Background: an optimization exercise with open tools, aiming at small area and a short achievable clock period. Do not read the settings as production practice. In this exercise RTL edits were held to simulation tests only and were not proved equivalent to the original. Power is estimated from default activity; no workload was simulated.

==> flow/design.v (excerpt) <==
module pipe4stage (
  input  logic        clk1,
  input  logic        rst,
  input  logic [3:0]  rs1,
  input  logic [3:0]  rs2,
  input  logic [3:0]  rd,
  input  logic [3:0]  func,
  input  logic [7:0]  addr,
  input  logic        write,
  input  logic [7:0]  dbg_addr,
  output logic [15:0] zout,
  output logic [15:0] dbg_data
);
Size in the first run: roughly 10,000 cells after synthesis, roughly 67 I/O pins, roughly 170,000 um^2 of cells after synthesis.
clock: 5.8 ns
lec_check: 0
cap_margin: 40
core_margin: 2
core_utilization: 50
cts_cluster_diameter: 80
cts_cluster_size: 24
setup_slack_margin: 3.0
slew_margin: 40
synth_hierarchical: 1
run.sh (not shown) runs the stock make flow with config.mk's settings and CLKGATE_MAP_FILE= SYNTH_SCRIPT=/design/flow/synth_recipe.tcl, a recipe that flattens the netlist after the stock synthesis.
==> next run, changes <==
--- a/flow/design.v
+++ b/flow/design.v
@@ -20,22 +20,22 @@
   logic          v2_q;
   logic [15:0]   z2_q;
   logic [3:0]    rd2_q;
   logic [7:0]    addr2_q;
   logic          v3_q;
   logic [15:0]   z3_q;
   logic [7:0]    addr3_q;
   logic [73-1:0] s1_d;
   logic [15:0]   alu_d;
-  logic [15:0]   rdw_a, rdw_b;
+  logic [3:0][15:0] rdw;
   p4_s1 u_s1 (.rf(rf_q), .rs1(rs1), .rs2(rs2), .func(func), .d(s1_d));
   p4_s2 u_s2 (.r(r1_q), .alu_d(alu_d));
-  p4_mrd u_mrd (.mem(mem_q), .addr(dbg_addr), .rdw_a(rdw_a), .rdw_b(rdw_b));
+  p4_mrd u_mrd (.mem(mem_q), .addr(dbg_addr), .rdw(rdw));
   always_ff @(posedge clk1) begin
     if (rst) begin
       for (int unsigned i = 0; i < 16; i++) rf_q[i] <= 16'(i);
       v1_q <= 1'b0;
       v2_q <= 1'b0;
       v3_q <= 1'b0;
     end else begin
       v1_q <= write;
       v2_q <= v1_q;
@@ -52,41 +52,43 @@
     r1_q    <= s1_d;
     rd1_q   <= rd;
     addr1_q <= addr;
     rd2_q   <= rd1_q;
     addr2_q <= addr1_q;
     z3_q    <= z2_q;
     addr3_q <= addr2_q;
   end
   logic        st_en;
-  logic [15:0] dbg_a_q, dbg_b_q;
+  logic [3:0][15:0] dbg_q;
   assign st_en = !rst && v3_q;
   always_ff @(posedge clk1) begin
     for (int w = 0; w < 256; w++)
       if (st_en && addr3_q == 8'(w)) mem_q[w] <= z3_q;
   end
-  always_ff @(posedge clk1) begin
-    dbg_a_q <= rdw_a;
-    dbg_b_q <= rdw_b;
+  always_ff @(posedge clk1) dbg_q <= rdw;
+  assign zout = z2_q;
+  logic [15:0] dbg_n01, dbg_n23;
+  for (genvar i = 0; i < 16; i++) begin : g_dbg_or
+    p4_nor2  u_n01 (.a(dbg_q[0][i]), .b(dbg_q[1][i]), .y(dbg_n01[i]));
+    p4_nor2  u_n23 (.a(dbg_q[2][i]), .b(dbg_q[3][i]), .y(dbg_n23[i]));
+    p4_nand2 u_or  (.a(dbg_n01[i]), .b(dbg_n23[i]), .y(dbg_data[i]));
   end
-  assign zout     = z2_q;
-  assign dbg_data = dbg_a_q | dbg_b_q;
 endmodule
 module p4_s1 (
   input  logic [15:0][15:0] rf,
   input  logic [3:0]        rs1,
   input  logic [3:0]        rs2,
   input  logic [3:0]        func,
   output logic [73-1:0]     d
 );
   logic [15:0] a, b;
-  p4_rfrd u_rda (.rf(rf), .rs(rs1), .q(a));
-  p4_rfrd u_rdb (.rf(rf), .rs(rs2), .q(b));
+  assign a = rf[rs1];
+  assign b = rf[rs2];
   logic        is_mul, is_add, is_sub;
   assign is_mul = (func == 4'd2);
   assign is_add = (func == 4'd0);
   assign is_sub = (func == 4'd1);
   logic [15:0] pp [8];
   always_comb begin
     logic        bl, neg, one, two;
     logic [15:0] m;
     for (int i = 0; i < 8; i++) pp[i] = '0;
@@ -460,75 +462,71 @@
   end
   for (genvar i = 0; i < 16; i++) begin : g_sum
     if (i == 0) begin : g_lsb
       assign alu_d[i] = p0[i];
     end else begin : g_rest
       p4_xor2 u_s (.a(p0[i]), .b(gl[4][i-1]), .y(alu_d[i]));
     end
   end
 endmodule
-module p4_rfrd (
-  input  logic [15:0][15:0] rf,
-  input  logic [3:0]        rs,
-  output logic [15:0]       q
-);
-  always_comb begin
-    q = '0;
-    for (int i = 0; i < 16; i++) q = q | (rf[i] & {16{rs == 4'(i)}});
-  end
-endmodule
 module p4_pfx_n (input logic g, input logic p, input logic gi, input logic pi,
                  output logic go, output logic po);
   assign go = ~(g | (p & gi));
   assign po = ~(p & pi);
 endmodule
 module p4_pfx_t (input logic g, input logic p, input logic gi, input logic pi,
                  output logic go, output logic po);
   assign go = ~(g & (p | gi));
   assign po = ~(p | pi);
 endmodule
+module p4_nor2 (input logic a, input logic b, output logic y);
+  assign y = ~(a | b);
+endmodule
+module p4_nand2 (input logic a, input logic b, output logic y);
+  assign y = ~(a & b);
+endmodule
 module p4_xor3 (input logic a, input logic b, input logic c, output logic y);
   assign y = a ^ b ^ c;
 endmodule
 module p4_maj3 (input logic a, input logic b, input logic c, output logic y);
   assign y = (a & b) | (a & c) | (b & c);
 endmodule
 module p4_xor2 (input logic a, input logic b, output logic y);
   assign y = a ^ b;
 endmodule
 module p4_mrd (
   input  logic [255:0][15:0] mem,
   input  logic [7:0]         addr,
-  output logic [15:0]        rdw_a,
-  output logic [15:0]        rdw_b
+  output logic [3:0][15:0]   rdw
 );
   logic [15:0] lo, hi;
   always_comb begin
     for (int i = 0; i < 16; i++) begin
       lo[i] = (addr[3:0] == 4'(i));
       hi[i] = (addr[7:4] == 4'(i));
     end
   end
   logic [15:0][15:0] grp;
   for (genvar g = 0; g < 16; g++) begin : g_grp
     p4_sel16 u_grp (.d(mem[16*g +: 16]), .sel(lo), .y(grp[g]));
   end
-  p4_sel8 u_fin_a (.d(grp[7:0]), .sel(hi[7:0]), .y(rdw_a));
-  p4_sel8 u_fin_b (.d(grp[15:8]), .sel(hi[15:8]), .y(rdw_b));
+  for (genvar q = 0; q < 4; q++) begin : g_fin
+    p4_sel4 u_fin (.d(grp[4*q +: 4]), .sel(hi[4*q +: 4]), .y(rdw[q]));
+  end
 endmodule
-module p4_sel8 (
-  input  logic [7:0][15:0] d,
-  input  logic [7:0]       sel,
+module p4_sel4 (
+  input  logic [3:0][15:0] d,
+  input  logic [3:0]       sel,
   output logic [15:0]      y
 );
   always_comb begin
     y = '0;
-    for (int i = 0; i < 8; i++) y = y | (d[i] & {16{sel[i]}});
+    for (int i = 0; i < 4; i++) y = y | (d[i] & {16{sel[i]}});
   end
 endmodule
 module p4_sel16 (
   input  logic [15:0][15:0] d,
   input  logic [15:0]       sel,
   output logic [15:0]       y
 );
   always_comb begin
     y = '0;
First-iteration DRC count goes down by 19%.
Synthesized area is lower by 0.39%.
Utilization shrinks by 2.3 points.
Sequential power drops by about 1%.
Design area is lower by 4.7%.
Cell count came out lower by 4.3%.
Power shrinks by 4.4%.
Routed wire length is lower by 9.6%.
Global-route usage is lower by 2.2 points.
Die area falls by 0.39%.
Setup slack gets worse by 0.051 ns.
Maximum frequency falls by 1.6%.
Non-clock buffer count shrinks by 387.
Clock-buffer cell count is higher by 38.

[port drivers added, routing unchanged]
In the flow no input, the clock included, has a driving cell. The finished layouts below were timed again as built, in two steps.
Step 1 sets driving cells, clkbuf_16 on the clock port and buf_2 on the other inputs (assumed; they add their load-dependent delay and slew).
Step 2 also shifts input and output timing later by t, the mid clock arrival at the registers, as if the neighbouring blocks saw the same clock.
Three values: ideal ports, drivers, drivers and shift; two values: the first two.
run	shift t [ns]	slack for setup (ns)	worst data-port slew with drivers (ns)	cell pins on the clock port's net
the first run	1.076	2.659 / 2.628 / 1.552	0.21	1
the second run	1.106	2.608 / 2.482 / 1.586	0.39	1
After both steps setup and hold are still met in every run listed. For the first run, which loses most, drivers alone change the setup slack by -0.031 ns; drivers and shift together by -1.107 ns.
